From an optimization exercise on the open Yosys and OpenROAD flow, aimed at small area, a short achievable clock period and few clock cycles per item; shortcuts taken in it are not production practice.
Only simulation tests tie the RTL to the original design; equivalence was not proved.
Power figures rest on the tool's default switching activity, not on a simulated workload.

==> flow/design.v, too long to show whole: its modules and the start of the top module <==
// module iir_st0: 461 lines
// module iir_stm: 561 lines
// module iir_stf: 12 lines
// module iir_biquad_tdm: 152 lines
module iir_biquad_tdm (
  input  logic               clk,
  input  logic               reset,
  input  logic               in_valid,
  output logic               in_ready,
  input  logic [1:0]         in_ch,
  input  logic [16:0]        x,
  input  logic               coef_we,
  input  logic [2:0]         coef_sel,
  input  logic [16:0]        coef_data,
  output logic               out_valid,
  output logic [1:0]         out_ch,
  output logic [16:0]        y,
  output logic               ovf
);
  // ...
==> flow/flow/run.sh <==
#!/bin/bash
# Standard ORFS layout with three changes to how it is made:
#  - after the standard synthesis, flow/invopt.py re-chooses the polarity of
#    each full adder (and of some two-level gates) to cancel the inverters
#    synthesis leaves between adders; the logic and registers are unchanged;
#  - the port buffers use a plain buffer cell instead of a delay buffer;
#  - the timing repair aims below the clock period (setup margin).
# Each tool's output goes to a log file of its own in this folder.
set -euo pipefail
cd "$(dirname "$0")/.."
KNOBS=(BUFFER_PORTS_ARGS="-buffer_cell sky130_fd_sc_hd__buf_4" SETUP_SLACK_MARGIN=9.3)
RES="$PWD/orfs/results/sky130hd/iir_biquad_tdm/base"
bash standard.sh "${KNOBS[@]}" "$RES/1_2_yosys.v" > flow_synth.log 2>&1
cp "$RES/1_2_yosys.v" yosys_netlist.v
python3 flow/invopt.py yosys_netlist.v "$RES/1_2_yosys.v" > invopt.log 2>&1
bash standard.sh "${KNOBS[@]}" finish > flow_make.log 2>&1
==> flow/flow/invopt.py <==
#!/usr/bin/env python3
"""Remove inverters around full adders in a flat Yosys netlist.

A full adder is self-dual: FA(~a, ~b, ~c) = (~cout, ~sum).  Choosing for each
adder whether it works on true or complemented signals (and whether each
xor2/xnor2 gate is an xor or an xnor) changes nothing the circuit computes, but
can cancel most inverters that synthesis leaves between adders.  This script
picks those polarities greedily to minimise the number of inverters, then
rewrites the netlist with one inverter per signal that still needs one.
Registers and ports are untouched.

usage: invopt.py IN.v OUT.v
"""
import re, sys
from collections import defaultdict

OUTPINS = {"X", "Y", "Q", "Q_N", "SUM", "COUT", "HI", "LO"}
INV_RE = re.compile(r"sky130_fd_sc_hd__(inv|clkinv)_\d+$")
FA_RE = re.compile(r"sky130_fd_sc_hd__fa_\d+$")
PAIRS = {"xor2": ("xnor2", "X", "Y"), "xnor2": ("xor2", "Y", "X"),
         "nand2": ("and2", "Y", "X"), "and2": ("nand2", "X", "Y"),
         "nor2": ("or2", "Y", "X"), "or2": ("nor2", "X", "Y"),
         "nand3": ("and3", "Y", "X"), "and3": ("nand3", "X", "Y"),
         "nor3": ("or3", "Y", "X"), "or3": ("nor3", "X", "Y"),
         "a21oi": ("a21o", "Y", "X"), "a21o": ("a21oi", "X", "Y"),
         "a22oi": ("a22o", "Y", "X"), "a22o": ("a22oi", "X", "Y"),
         "o21ai": ("o21a", "Y", "X"), "o21a": ("o21ai", "X", "Y"),
         "mux2i": ("mux2", "Y", "X"), "mux2": ("mux2i", "X", "Y")}
XOR_RE = re.compile(r"sky130_fd_sc_hd__(" + "|".join(PAIRS) + r")_(\d+)$")
LIB = "/OpenROAD-flow-scripts/flow/platforms/sky130hd/lib/sky130_fd_sc_hd__tt_025C_1v80.lib"
AREA = {}
for mm in re.finditer(r'cell \("?(sky130_fd_sc_hd__\w+)"?\)\s*\{.*?area\s*:\s*([\d.]+)', open(LIB).read(), re.S):
    AREA[mm.group(1)] = float(mm.group(2))
INV_AREA = 3.7536

def partner(t):
    mm = XOR_RE.match(t)
    o, pin_from, pin_to = PAIRS[mm.group(1)]
    for d in (mm.group(2), "1", "0", "2"):
        cand = f"sky130_fd_sc_hd__{o}_{d}"
        if cand in AREA:
            return cand, pin_from, pin_to
    return None

src = open(sys.argv[1]).read()
m = re.search(r"^module\s+(\S+)\s*\((.*?)\);", src, re.S | re.M)
body_start = m.end()
body_end = src.rindex("endmodule")
head, body, tail = src[:body_start], src[body_start:body_end], src[body_end:]

# split body into statements
cell_re = re.compile(r"^\s*(sky130_fd_sc_hd__\w+)\s+(\S+)\s*\((.*?)\);\s*$", re.S | re.M)
pin_re = re.compile(r"\.(\w+)\(\s*(.*?)\s*\)\s*(?:,|$)", re.S)

cells = []
for cm in cell_re.finditer(body):
    typ, name, conns = cm.group(1), cm.group(2), cm.group(3)
    pins = {}
    for pm in pin_re.finditer(conns):
        pins[pm.group(1)] = pm.group(2).strip()
    cells.append({"type": typ, "name": name, "pins": pins, "span": cm.span()})

other = cell_re.sub("", body)
# nets used in assign statements or as ports are left alone
port_names = set()
for decl in re.finditer(r"^\s*(input|output|inout)\s+(?:\[\d+:\d+\]\s*)?([^;]+);", other, re.M):
    for n in decl.group(2).split(","):
        port_names.add(n.strip())
assign_text = " ".join(re.findall(r"^\s*assign\s+.*?;", other, re.M | re.S))

def base(net):
    n = net.strip()
    if n.startswith("\\"):
        n = n.split()[0]
        return n[1:].split("[")[0] if False else n
    return re.sub(r"\[\d+\]$", "", n)

def protected(net):
    b = base(net)
    if b in port_names:
        return True
    if net in assign_text or (b and b in assign_text.split()):
        return True
    return False

driver = {}
for i, c in enumerate(cells):
    for p, n in c["pins"].items():
        if p in OUTPINS:
            driver[n] = (i, p)

def is_inv(c):
    return INV_RE.match(c["type"]) is not None

# inverters we may remove: input and output nets not protected
removable = set()
for i, c in enumerate(cells):
    if is_inv(c) and not protected(c["pins"]["Y"]) and not protected(c["pins"]["A"]):
        removable.add(i)

def root(net):
    par = 0
    seen = 0
    while net in driver and driver[net][0] in removable and seen < 100:
        net = cells[driver[net][0]]["pins"]["A"]
        par ^= 1
        seen += 1
    return net, par

# consumers: (root, parity, cell index, pin)
cons = defaultdict(list)
for i, c in enumerate(cells):
    if i in removable:
        continue
    for p, n in c["pins"].items():
        if p in OUTPINS or n.startswith("1'b") or n == "":
            continue
        r, par = root(n)
        cons[r].append((par, i, p))
# nets used by assigns / ports consumed through removable inverters: keep parity 0 use
for i in removable:
    pass

flip = defaultdict(int)            # cell index -> 0/1
def rootflip(r):
    d = driver.get(r)
    if d is None:
        return 0
    return flip[d[0]]

def need_inv(r):
    f = rootflip(r)
    for par, i, p in cons[r]:
        fi = flip[i] if FA_RE.match(cells[i]["type"]) else 0
        if par ^ fi ^ f:
            return 1
    return 0

flippable = [i for i, c in enumerate(cells)
             if FA_RE.match(c["type"]) or (XOR_RE.match(c["type"]) and partner(c["type"]))]
def adelta(i):
    c = cells[i]
    if not flip[i] or FA_RE.match(c["type"]):
        return 0.0
    return AREA[partner(c["type"])[0]] - AREA[c["type"]]
# roots touched by a flip of cell i
def touched(i):
    c = cells[i]
    rs = set()
    for p, n in c["pins"].items():
        if p in OUTPINS:
            rs.add(n)
        elif FA_RE.match(c["type"]) and not n.startswith("1'b"):
            rs.add(root(n)[0])
    return rs

touch = {i: touched(i) for i in flippable}
before = sum(need_inv(r) for r in list(cons))
for it in range(20):
    changed = 0
    for i in flippable:
        rs = touch[i]
        old = INV_AREA * sum(need_inv(r) for r in rs) + adelta(i)
        flip[i] ^= 1
        new = INV_AREA * sum(need_inv(r) for r in rs) + adelta(i)
        if new < old:
            changed += 1
        else:
            flip[i] ^= 1
    if not changed:
        break
import random, math
rng = random.Random(1)
def cost_of(i):
    return INV_AREA * sum(need_inv(r) for r in touch[i]) + adelta(i)
cur = INV_AREA * sum(need_inv(r) for r in list(cons)) + sum(adelta(i) for i in flippable)
best = cur
best_flip = dict(flip)
T0, NIT = 2.0, 400000
for it in range(NIT):
    T = T0 * (1 - it / NIT) + 1e-3
    i = flippable[rng.randrange(len(flippable))]
    old = cost_of(i)
    flip[i] ^= 1
    d = cost_of(i) - old
    if d <= 0 or rng.random() < math.exp(-d / T):
        cur += d
        if cur < best - 1e-9:
            best = cur
            best_flip = dict(flip)
    else:
        flip[i] ^= 1
flip.clear()
flip.update(best_flip)
after = sum(need_inv(r) for r in list(cons))
sys.stderr.write(f"inverters: {len(removable)} removable; signals needing one: {before} -> {after}\n")

# rewrite
def esc(n):
    return n + " " if n.startswith("\\") else n

newinv = {}
extra_cells = []
extra_wires = []
def inv_of(r):
    if r not in newinv:
        w = f"_invopt_{len(newinv)}_"
        newinv[r] = w
        extra_wires.append(f"  wire {w};")
        extra_cells.append(f"  sky130_fd_sc_hd__inv_1 {w}cell (\n    .A({esc(r)}),\n    .Y({w})\n  );")
    return newinv[r]

for r, lst in cons.items():
    f = rootflip(r)
    for par, i, p in lst:
        fi = flip[i] if FA_RE.match(cells[i]["type"]) else 0
        cells[i]["pins"][p] = inv_of(r) if (par ^ fi ^ f) else r
for i in flippable:
    if flip[i] and XOR_RE.match(cells[i]["type"]):
        nt, pf, pt = partner(cells[i]["type"])
        cells[i]["type"] = nt
        pins = cells[i]["pins"]
        pins[pt] = pins.pop(pf)

out = []
pos = 0
for i, c in enumerate(cells):
    s, e = c["span"]
    out.append(body[pos:s])
    pos = e
    if i in removable:
        continue
    pins = ",\n".join(f"    .{p}({esc(n)})" for p, n in c["pins"].items())
    out.append(f"  {c['type']} {c['name']} (\n{pins}\n  );")
out.append(body[pos:])
newbody = "".join(out)
newbody = "\n".join(extra_wires) + "\n" + newbody + "\n" + "\n".join(extra_cells) + "\n"
open(sys.argv[2], "w").write(head + newbody + tail)
==> flow/standard.sh <==
#!/bin/bash
# synth_recipe.tcl (not shown) runs the flow's synth.tcl, then flattens the netlist and writes it again
# the make line also repeats each setting of config.mk as NAME=value (left out here)
make -C /OpenROAD-flow-scripts/flow DESIGN_CONFIG=/design/flow/config.mk WORK_HOME=/design/flow/orfs CLKGATE_MAP_FILE= SYNTH_SCRIPT=/design/flow/synth_recipe.tcl "${@:-finish}"
==> flow/config.mk <==
export PLATFORM = sky130hd
export DESIGN_NAME = iir_biquad_tdm
export DESIGN_NICKNAME = iir_biquad_tdm
export VERILOG_FILES = /design/flow/design.v
export SDC_FILE = /design/flow/constraint.sdc
export NUM_CORES = 4
export LEC_CHECK = 0
export CAP_MARGIN = 20
export CORE_MARGIN = 2
export CORE_UTILIZATION = 40
export CTS_CLUSTER_DIAMETER = 80
export CTS_CLUSTER_SIZE = 26
export SLEW_MARGIN = 20
==> flow/constraint.sdc <==
create_clock -name core_clock -period 13.0 [get_ports {clk}]
set_input_delay 2.6000 -clock core_clock [delete_from_list [all_inputs] [get_ports {clk}]]
set_output_delay 2.6000 -clock core_clock [all_outputs]
set_load 0.01 [all_outputs]
==> impl_results.md, run 1 <==
- Worst min-delay path category: flip-flop to flip-flop
- Multi-input combinational area share: 56.8%
- Diode count: 1
- Worst reg-to-reg setup slack: 9.37 ns
- Combinational Power Share: 52.4%
- Layout cells sized above 1: 11.5%
- CP max-delay cell: dfxtp_2
- Leading cell type in the layout, fill and taps excluded: xnor2_1
- Hold path startpoint: rx1[3][12]
- Clkbuf count: 58
- Post-Syn Area: 53700 sq um
- Overall power: 0.0113 W
- Setup CP Type: flip-flop to output port
- Clock power share: 14.5%
- Largest net degree at the start of global routing: 66
- Max clock buf depth: 3
- Seq pwr share: 33.0%
- Setup ws final: 9.30 ns
- Buffer share of cell area: 5.16%
- RSZ-0062 raised after global routing: true
- Outcome: timing/DRC/antenna clean
- Dpl ws: 7.82 ns
- DR vias/cell: 5.48
- GR Layer Usage met2: 33.0%
- Starting Density: 40.3%
- Maximum vdd drop: 105 uV
- Placed cells: 6000
- Max Cap Viol: 0
- Cell Chain, Critical Path: buf_6
- Comb pwr: 0.00592 W
- DRT Wirelength: 141000 microns
- Dpl cell area: 55500 sq um
- Hold path depth: 0
- Non-filler cells, final: 6248
- Crit path to: out_ch[1]
- Initial DRC Count: 3068
- CTS Hold Buffers Added: 0
- P_clk: 0.00164 W
- Slew HR: 25.2%
- Clock Latency Late Sink: 0.67 ns
Testbench counts, summed over its fixed seeds: cycles 4,256, items 4,096.
==> inputs of run 2 (changes only) <==
--- a/flow/config.mk
+++ b/flow/config.mk
@@ -10,4 +10,4 @@
 export CORE_UTILIZATION = 40
-export CTS_CLUSTER_DIAMETER = 80
-export CTS_CLUSTER_SIZE = 26
+export CTS_CLUSTER_DIAMETER = 90
+export CTS_CLUSTER_SIZE = 30
 export SLEW_MARGIN = 20
==> impl_results.md, run 2 <==
- # rows: 134 (unchanged)
- Crit path max fanout: 1 (unchanged)
- Hpwl dp: 102000 microns (unchanged)
- First-pass DRT Iterations: 6 (unchanged)
- CP Depth: 1 (unchanged)
- Crit path arrival time: 1.09 ns (was 1.10 ns)
- Vias in the first global route: 36200 (was 36300)
- Synth warn: 9 (unchanged)
- CP Launch Type: flip-flop (unchanged)
- Post-Syn Area: 53700 sq um (unchanged)
- Setup ws final: 9.31 ns (was 9.30 ns)
- Clock Latency Late Sink: 0.65 ns (was 0.67 ns)
- Initial antenna violation count: 7 (was 5)
- I/O pin total: 65 (unchanged)
- GR Layer Usage met2: 33.1% (was 33.0%)
- Final count of negative-setup-slack endpoints: 0 (unchanged)
- Max Cap Viol: 0 (unchanged)
- Mapped Cells: 4533 (unchanged)
- Layout Skew: 0.0501 ns (was 0.0581 ns)
- Root Driver: clkbuf_16 (unchanged)
- Hold_ws: 0.304 ns (was 0.291 ns)
- Slew at the pin with the worst max-slew slack: 1.10 ns (was 1.12 ns)
- Fmax achieved: 271 MHz (was 270 MHz)
- RSZ-0062 raised after global routing: true (unchanged)
- Hold path startpoint: rx1[3][12] (unchanged)
- GP Congestion: 0.884 (unchanged)
- Grt peak-use layer: met2 (unchanged)
- Dpl ws: 7.82 ns (unchanged)
- Dpl cell area: 55500 sq um (unchanged)
- Combinational Power Share: 52.9% (was 52.4%)
- First-pass GRT wire length: 221000 microns (about the same)
- Finished Cell Area: 58900 sq um (was 59000 sq um)
- Hold path depth: 0 (unchanged)
- Clk sink count: 829 (unchanged)
- Final period util: 28.4% (about the same)
- Wirelength per Cell: 22.6 microns (about the same)
- Most frequent cells in the layout: xnor2_1, fa_1, a22oi_1 (unchanged)
- Die Y: 370 microns (unchanged)
- Num CTS Buffers: 39 (was 45)
- Overall global routing resource usage: 20.6% (about the same)
- Pins over their slew limit: 0 (unchanged)
- R2R cell count: 8 (was 7)
- Crit. End Element: output port (unchanged)
- Post-route ant nets: 0 (unchanged)
- Crit-path max cell delay: 0.34 ns (was 0.33 ns)
- DRT Wirelength: 141000 microns (about the same)
- Clock power share: 13.8% (was 14.5%)
- Number of remaining DRC errors: 0 (unchanged)
- Seq pwr share: 33.3% (was 33.0%)
- Outcome: timing/DRC/antenna clean (unchanged)
- Utilization after layout: 44.1% (was 44.2%)
- DR vias/cell: 5.48 (about the same)
- Min Tclk post-route: 3.69 ns (was 3.70 ns)
- Worst-path clk slew: 0.12 ns (was 0.11 ns)
- Input/output buffers: 64 (unchanged)
- Vias: 34200 (was 34300)
- Power Dens Cells: 190 nW/um^2 (was 191 nW/um^2)
- # nets final: 5422 (was 5430)
- Worst min-delay path category: flip-flop to flip-flop (unchanged)
- Core area: 133000 sq um (unchanged)
- Net count after synthesis: 5516 (unchanged)
- WP buf/inv: 1 (unchanged)
- Leading cell type in the layout, fill and taps excluded: xnor2_1 (unchanged)
- Cell Chain, Critical Path: buf_6 (unchanged)
- Psw: 0.00443 W (was 0.00446 W)
- Internal power: 0.00676 W (was 0.00683 W)
- Maximum vdd drop: 105 uV (about the same)
- Setup CP Type: flip-flop to output port (unchanged)
- Leak Pwr: 21.2 nW (was 21.3 nW)
- Slew HR: 26.5% (was 25.2%)
- Sw Ratio: 39.6% (was 39.5%)
- CP startpoint: y[10] (was out_ch[1])
- R2r startpoint: ry2[1][14] (was cb0[9])
- CTS Hold Buffers Added: 0 (unchanged)
- Starting Density: 40.3% (unchanged)
- Area Growth Syn to Fin: 9.58% (was 9.90%)
- Critical Path RT: 10.40 ns (about the same)
- Max clock buf depth: 3 (unchanged)
- Die X: 370 microns (unchanged)
- Layout cells sized above 1: 11.1% (was 11.5%)
- Die area: 137000 sq um (unchanged)
- CP max-delay cell: dfxtp_2 (unchanged)
- Largest net degree at the start of global routing: 36 (was 66)
- Hold Violations, Final: 0 (unchanged)
- Total gr overflow: 0 (unchanged)
- H-tree lvl count: 2 (unchanged)
- Setup_tns: 0 ns (unchanged)
- Met3 Usage GRT: 2.92% (was 3.15%)
- CP delay by family, top: flip-flops (unchanged)
- Initial DRC Count: 2901 (was 3068)
- Post-Synthesis Mean Instance Area: 11.9 sq um (unchanged)
- CTS tree: yes (unchanged)
- Met1 global-route usage: 28.8% (was 28.7%)
-- run 2: cell count changes in the layout (fill, tap and decap cells not counted), moves of 2 or more --
cell,delta
clkinv_4,-2
inv_6,-2
clkbuf_1,+2
dfxtp_4,+2
inv_16,+4
buf_6,-2
clkinv_2,-2
clkinv_8,-4
clkbuf_16,-7
dfxtp_1,+5
dfxtp_2,-7
buf_4,-2
-- run 2: worst paths after layout --
| kind | slack, ns | end |
|---|---|---|
| max reg2reg | 9.39 | p4b[19] |
| min reg2reg | 0.30 | rx1[2][12] |
| max | 9.31 | y[10] |
| min | 0.30 | rx1[2][12] |
-- run 2: stage by stage --
stage,instances,total power (W)
floorplan,4533,0.00776
detailed placement,6000,0.00971
global route,6235,0.0123
global placement,5999,0.00954
CTS,6226,0.0113
finish,6237,0.0112
-- run 2: per-layer routing --
layer	wire length [microns]	part of all wire, %
met1	61800	44
met2	64400	46
met3	10400	7.4
met4	4130	2.9
met5	0	0
-- run 2: area by class of cell --
| cell class | count | area [sq um] |
|---|---|---|
| diodes | 2 | 5.00 |
| clock buffers | 53 | 1080 |
| clock inverters | 16 | 260 |
| fillers | 12300 | 74600 |
| inverters | 76 | 290 |
| multi-input cells | 3164 | 33500 |
| flip-flops and latches | 829 | 18400 |
| well taps | 1768 | 2210 |
| repair buffers | 329 | 3060 |
-- run 2: timing repair --
action / CTS / global route
endpoints found under the setup margin: 256 / 60
gates cloned: 1 / 0
setup buffers: 156 / 5
pin swaps: 0 / 11
gates resized for setup: 70 / 59
-- run 2: power by group through the flow --
stage	Combinational, W	Clock (W)	Sequential, W
2_1_floorplan	0.00407	0	0.00369
3_3_place_gp	0.00570	0	0.00384
3_5_place_dp	0.00585	0	0.00385
4_1_cts	0.00598	0.00159	0.00375
5_1_grt	0.00685	0.00168	0.00379
6_report	0.00592	0.00154	0.00373
==> inputs of run 3 (changes only) <==
--- a/flow/config.mk
+++ b/flow/config.mk
@@ -7,7 +7,7 @@
 export LEC_CHECK = 0
-export CAP_MARGIN = 20
+export CAP_MARGIN = 5
 export CORE_MARGIN = 2
 export CORE_UTILIZATION = 40
-export CTS_CLUSTER_DIAMETER = 90
-export CTS_CLUSTER_SIZE = 30
-export SLEW_MARGIN = 20
+export CTS_CLUSTER_DIAMETER = 80
+export CTS_CLUSTER_SIZE = 26
+export SLEW_MARGIN = 5
==> impl_results.md, run 3 <==
- Outcome: timing/DRC/antenna clean (unchanged)
- Power Dens Cells: 192 nW/um^2 (was 190 nW/um^2)
- Crit. End Element: output port (unchanged)
- Core area: 133000 sq um (unchanged)
- Total gr overflow: 0 (unchanged)
- Vias in the first global route: 35900 (was 36200)
- Met3 Usage GRT: 3.10% (was 2.92%)
- Post-Synthesis Mean Instance Area: 11.9 sq um (unchanged)
- Synth warn: 9 (unchanged)
- Crit path max fanout: 1 (unchanged)
- Layout cells sized above 1: 11.7% (was 11.1%)
- CP delay by family, top: flip-flops (unchanged)
- Finished Cell Area: 59100 sq um (was 58900 sq um)
- WP buf/inv: 1 (unchanged)
- GR Layer Usage met2: 33.1% (about the same)
- Worst min-delay path category: flip-flop to flip-flop (unchanged)
- Setup CP Type: flip-flop to output port (unchanged)
- H-tree lvl count: 2 (unchanged)
- First-pass GRT wire length: 221000 microns (about the same)
- Overall global routing resource usage: 20.7% (was 20.6%)
- Cell Chain, Critical Path: buf_6 (unchanged)
- Hold Violations, Final: 0 (unchanged)
- CP max-delay cell: dfxtp_2 (unchanged)
- CTS tree: yes (unchanged)
- # rows: 134 (unchanged)
- Max Cap Viol: 0 (unchanged)
- Fmax achieved: 271 MHz (about the same)
- Dpl cell area: 55500 sq um (about the same)
- Pins over their slew limit: 0 (unchanged)
- Wirelength per Cell: 22.6 microns (about the same)
- Max clock buf depth: 3 (unchanged)
- I/O pin total: 65 (unchanged)
- # nets final: 5440 (was 5422)
- Worst-path clk slew: 0.10 ns (was 0.12 ns)
- Initial antenna violation count: 7 (unchanged)
- Final count of negative-setup-slack endpoints: 0 (unchanged)
- Grt peak-use layer: met2 (unchanged)
- Setup_tns: 0 ns (unchanged)
- Clk sink count: 829 (unchanged)
- Final period util: 28.4% (about the same)
- Die area: 137000 sq um (unchanged)
- Crit path arrival time: 1.10 ns (was 1.09 ns)
- Area Growth Syn to Fin: 10.1% (was 9.58%)
- First-pass DRT Iterations: 6 (unchanged)
- Min Tclk post-route: 3.70 ns (was 3.69 ns)
- Utilization after layout: 44.3% (was 44.1%)
- Leading cell type in the layout, fill and taps excluded: xnor2_1 (unchanged)
- Number of remaining DRC errors: 0 (unchanged)
- Layout Skew: 0.0650 ns (was 0.0501 ns)
- Largest net degree at the start of global routing: 66 (was 36)
- Clock Latency Late Sink: 0.66 ns (was 0.65 ns)
- Met1 global-route usage: 28.8% (about the same)
- Vias: 34300 (was 34200)
- Die Y: 370 microns (unchanged)
- Maximum vdd drop: 97.9 uV (was 105 uV)
- Critical Path RT: 10.40 ns (about the same)
- Input/output buffers: 64 (unchanged)
- Net count after synthesis: 5516 (unchanged)
- CTS Hold Buffers Added: 0 (unchanged)
- Most frequent cells in the layout: xnor2_1, fa_1, a22oi_1 (unchanged)
- Crit-path max cell delay: 0.33 ns (was 0.34 ns)
- DR vias/cell: 5.48 (about the same)
- Hpwl dp: 102000 microns (about the same)
- Die X: 370 microns (unchanged)
- CP Launch Type: flip-flop (unchanged)
- Post-route ant nets: 0 (unchanged)
- Slew HR: 21.5% (was 26.5%)
- Initial DRC Count: 2938 (was 2901)
- Hold_ws: 0.318 ns (was 0.304 ns)
- RSZ-0062 raised after global routing: true (unchanged)
- GP Congestion: 0.884 (unchanged)
- Starting Density: 40.3% (unchanged)
- Mapped Cells: 4533 (unchanged)
- Root Driver: clkbuf_16 (unchanged)
- Post-Syn Area: 53700 sq um (unchanged)
- Slew at the pin with the worst max-slew slack: 1.17 ns (was 1.10 ns)
- Leak Pwr: 21.4 nW (was 21.2 nW)
- Fillers: 12200 (was 12300)
- DRT Wirelength: 142000 microns (was 141000 microns)
- Num CTS Buffers: 45 (was 39)
-- run 3: stage by stage --
step                power [W]  instances  setup WS, ns
global route           0.0124       6258          9.26
floorplan             0.00776       4533          9.13
CTS                    0.0115       6237          9.26
global placement      0.00954       5999          7.86
finish                 0.0113       6261          9.30
detailed placement    0.00971       5999          7.81
-- run 3: final cells by class --
type                    count  area (sq um)  area share (%)
well taps                1768          2210            3.74
repair buffers            341          3100            5.24
flip-flops and latches    829         18400            31.2
inverters                  76           290           0.491
diodes                      3          7.51          0.0127
clock buffers              61          1270            2.15
clock inverters            19           269           0.455
multi-input cells        3164         33600            56.7
-- run 3: timing repair --
action	4_1_cts	5_1_grt
resized for setup	81	61
setup buffers	158	21
endpoints found under the setup margin	260	70
pin swaps	0	13
-- run 3: worst paths after layout --
check,startpoint,endpoint,slack (ns),cells past startpoint
worst min-delay path,rx2[2][8],rx2[1][8],0.32,0
worst max register to register,cb1[0],p2b[17],9.40,9
worst max-delay path,out_ch[1],out_ch[1],9.30,1
worst min register to register,rx2[2][8],rx2[1][8],0.32,0
-- run 3: report_power, final --
group	internal, W	switching, W	leakage, nW
clock	0.000731	0.000920	0.744
sequential	0.00338	0.000343	7.16
combinational	0.00275	0.00321	13.5
-- run 3: routing by layer --
metal,routed length (microns),vias up
met2,64700,1470
met4,4610,0
li1,-,15000
met5,0,-
met3,9760,282
met1,62600,17500
==> inputs of run 4 (changes only) <==
--- a/flow/flow/run.sh
+++ b/flow/flow/run.sh
@@ -10,3 +10,3 @@
 cd "$(dirname "$0")/.."
-KNOBS=(BUFFER_PORTS_ARGS="-buffer_cell sky130_fd_sc_hd__buf_4" SETUP_SLACK_MARGIN=9.3)
+KNOBS=(BUFFER_PORTS_ARGS="-buffer_cell sky130_fd_sc_hd__buf_4" SETUP_SLACK_MARGIN=9.4)
 RES="$PWD/orfs/results/sky130hd/iir_biquad_tdm/base"
--- a/flow/config.mk
+++ b/flow/config.mk
@@ -7,3 +7,3 @@
 export LEC_CHECK = 0
-export CAP_MARGIN = 5
+export CAP_MARGIN = 20
 export CORE_MARGIN = 2
@@ -12,2 +12,2 @@
 export CTS_CLUSTER_SIZE = 26
-export SLEW_MARGIN = 5
+export SLEW_MARGIN = 20
==> impl_results.md, run 4 <==
- Hold_ws: 0.320 ns (was 0.318 ns)
- CP Launch Type: flip-flop (unchanged)
- # nets final: 5446 (was 5440)
- Initial antenna violation count: 5 (was 7)
- Wirelength per Cell: 22.6 microns (about the same)
- H-tree lvl count: 2 (unchanged)
- Final count of negative-setup-slack endpoints: 0 (unchanged)
- Slew HR: 26.1% (was 21.5%)
- Post-Syn Area: 53700 sq um (unchanged)
- Net count after synthesis: 5516 (unchanged)
- Worst-path clk slew: 0.10 ns (about the same)
- CTS Hold Buffers Added: 0 (unchanged)
- Area occupied by multi-input gates: 33800 sq um (was 33600 sq um)
- Slew at the pin with the worst max-slew slack: 1.10 ns (was 1.17 ns)
- Cell Chain, Critical Path: buf_6 (unchanged)
- Max Cap Viol: 0 (unchanged)
- Fillers: 12200 (about the same)
- Outcome: timing/DRC/antenna clean (unchanged)
- Overall global routing resource usage: 20.6% (was 20.7%)
- Number of remaining DRC errors: 0 (unchanged)
- Pins over their slew limit: 0 (unchanged)
- Synth warn: 9 (unchanged)
- GP Congestion: 0.883 (was 0.884)
- Crit path max fanout: 1 (unchanged)
- Clk sink count: 829 (unchanged)
- First-pass DRT Iterations: 6 (unchanged)
- Final period util: 28.3% (was 28.4%)
- Most frequent cells in the layout: xnor2_1, fa_1, a22oi_1 (unchanged)
- I/O pin total: 65 (unchanged)
- Largest net degree at the start of global routing: 66 (unchanged)
- Num CTS Buffers: 46 (was 45)
- WP buf/inv: 1 (unchanged)
- Dpl cell area: 55500 sq um (about the same)
- Die Y: 370 microns (unchanged)
- Setup CP Type: flip-flop to output port (unchanged)
- # rows: 134 (unchanged)
- Critical Path RT: 10.40 ns (about the same)
- Mapped Cells: 4533 (unchanged)
- Post-Synthesis Mean Instance Area: 11.9 sq um (unchanged)
- DRT Wirelength: 141000 microns (was 142000 microns)
- Power Dens Cells: 191 nW/um^2 (was 192 nW/um^2)
- CTS tree: yes (unchanged)
- Setup_tns: 0 ns (unchanged)
- Max clock buf depth: 3 (unchanged)
- Die X: 370 microns (unchanged)
- Min Tclk post-route: 3.68 ns (was 3.70 ns)
- First-pass GRT wire length: 220000 microns (was 221000 microns)
- Area Growth Syn to Fin: 10.8% (was 10.1%)
- Post-route ant nets: 0 (unchanged)
- Vias in the first global route: 35800 (was 35900)
- Starting Density: 40.3% (unchanged)
- Hpwl dp: 103000 microns (was 102000 microns)
- Clock Latency Late Sink: 0.65 ns (was 0.66 ns)
- RSZ-0062 raised after global routing: true (unchanged)
- CP max-delay cell: dfxtp_2 (unchanged)
- Layout cells sized above 1: 13.3% (was 11.7%)
- Leak Pwr: 21.4 nW (about the same)
- Total gr overflow: 0 (unchanged)
- Leading cell type in the layout, fill and taps excluded: xnor2_1 (unchanged)
- Maximum vdd drop: 97.9 uV (about the same)
- Die area: 137000 sq um (unchanged)
- DR vias/cell: 5.45 (was 5.48)
- CP delay by family, top: flip-flops (unchanged)
- Initial DRC Count: 3017 (was 2938)
- Crit path arrival time: 1.08 ns (was 1.10 ns)
- Root Driver: clkbuf_16 (unchanged)
- Finished Cell Area: 59600 sq um (was 59100 sq um)
- Crit. End Element: output port (unchanged)
- Crit-path max cell delay: 0.33 ns (about the same)
- Fmax achieved: 271 MHz (about the same)
- Register area: 18500 sq um (was 18400 sq um)
- Hold Violations, Final: 0 (unchanged)
- Core area: 133000 sq um (unchanged)
- Worst min-delay path category: flip-flop to flip-flop (unchanged)
- Vias: 34200 (was 34300)
- Layout Skew: 0.0543 ns (was 0.0650 ns)
- Input/output buffers: 64 (unchanged)
## run 4: power breakdown
part           internal, W  switching (W)
logic              0.00279        0.00323
clock network     0.000718       0.000921
registers          0.00338       0.000334
## run 4: worst paths after layout
check / startpoint / slack, ns / depth (start not counted) / to
setup reg to reg: cb1[11] / 9.44 / 9 / p2b[17]
hold reg to reg: rx1[1][15] / 0.32 / 0 / rx1[0][15]
setup / recovery: y[15] / 9.32 / 1 / y[15]
hold / removal: rx1[1][15] / 0.32 / 0 / rx1[0][15]
## run 4: metrics by stage
step	util, %	setup WS (ns)	total power, W	cells
4_1_cts	44.1	9.26	0.0115	6230
3_5_place_dp	41.6	7.80	0.00974	5992
5_1_grt	44.6	9.27	0.0125	6263
2_1_floorplan	-	9.13	0.00776	4533
3_3_place_gp	41.6	7.87	0.00956	5992
6_report	44.6	9.32	0.0114	6267
## run 4: per-layer routing
| metal | vias to the layer above | wire length, microns | track usage, % |
|---|---|---|---|
| met5 | - | 0 | 0 |
| met4 | 0 | 5040 | 7.24 |
| met3 | 279 | 9640 | 2.72 |
| met2 | 1492 | 64500 | 32.8 |
| met1 | 17400 | 62300 | 28.7 |
| li1 | 15000 | - | - |
## run 4: timing repair
action,4_1_cts,5_1_grt
buffers inserted,158,29
gates resized for setup,112,110
endpoints found under the setup margin,277,116
pin swaps,3,51
## run 4: cell type report
cell class / instances / area share, %
antenna: 4 / 0.0168
clock buffer: 59 / 2.07
clock inverter: 21 / 0.481
inverter: 76 / 0.496
multi-input combinational: 3164 / 56.8
sequential: 829 / 31.0
tap: 1768 / 3.71
timing repair buffer: 346 / 5.49

## static timing again, ports no longer ideal
No port has a modelled driver above. Below, the same layouts with a new extraction and two added sets of constraints. Step 1, drivers: a clkbuf_16 drives clk and a buf_2 each remaining input, both assumed. Step 2, shift: input delay + t, output delay - t, t = (earliest + latest rising clock arrival at the registers) / 2. This alone moves slack from input paths to output paths. Slacks: ideal / step 1 / step 2; pairs: ideal / step 1.
| run | t, ns | setup slack, ns | worst setup path after step 2 | latest minus earliest clock arrival (ns) | slew at the worst register clock pin (ns) |
|---|---|---|---|---|---|
| run 1 | 0.714 | 9.303 / 9.226 / 8.680 | input to register | 0.059 / 0.059 | 0.11 / 0.11 |
| run 2 | 0.697 | 9.306 / 9.236 / 8.596 | input to register | 0.050 / 0.051 | 0.12 / 0.12 |
| run 3 | 0.701 | 9.304 / 9.227 / 8.702 | input to register | 0.066 / 0.066 | 0.10 / 0.10 |
| run 4 | 0.691 | 9.317 / 9.245 / 8.836 | input to register | 0.054 / 0.054 | 0.11 / 0.11 |
After both steps every run listed still meets setup and hold. For run 2, which loses most, drivers alone change the setup slack by -0.070 ns; drivers and shift together by -0.710 ns.
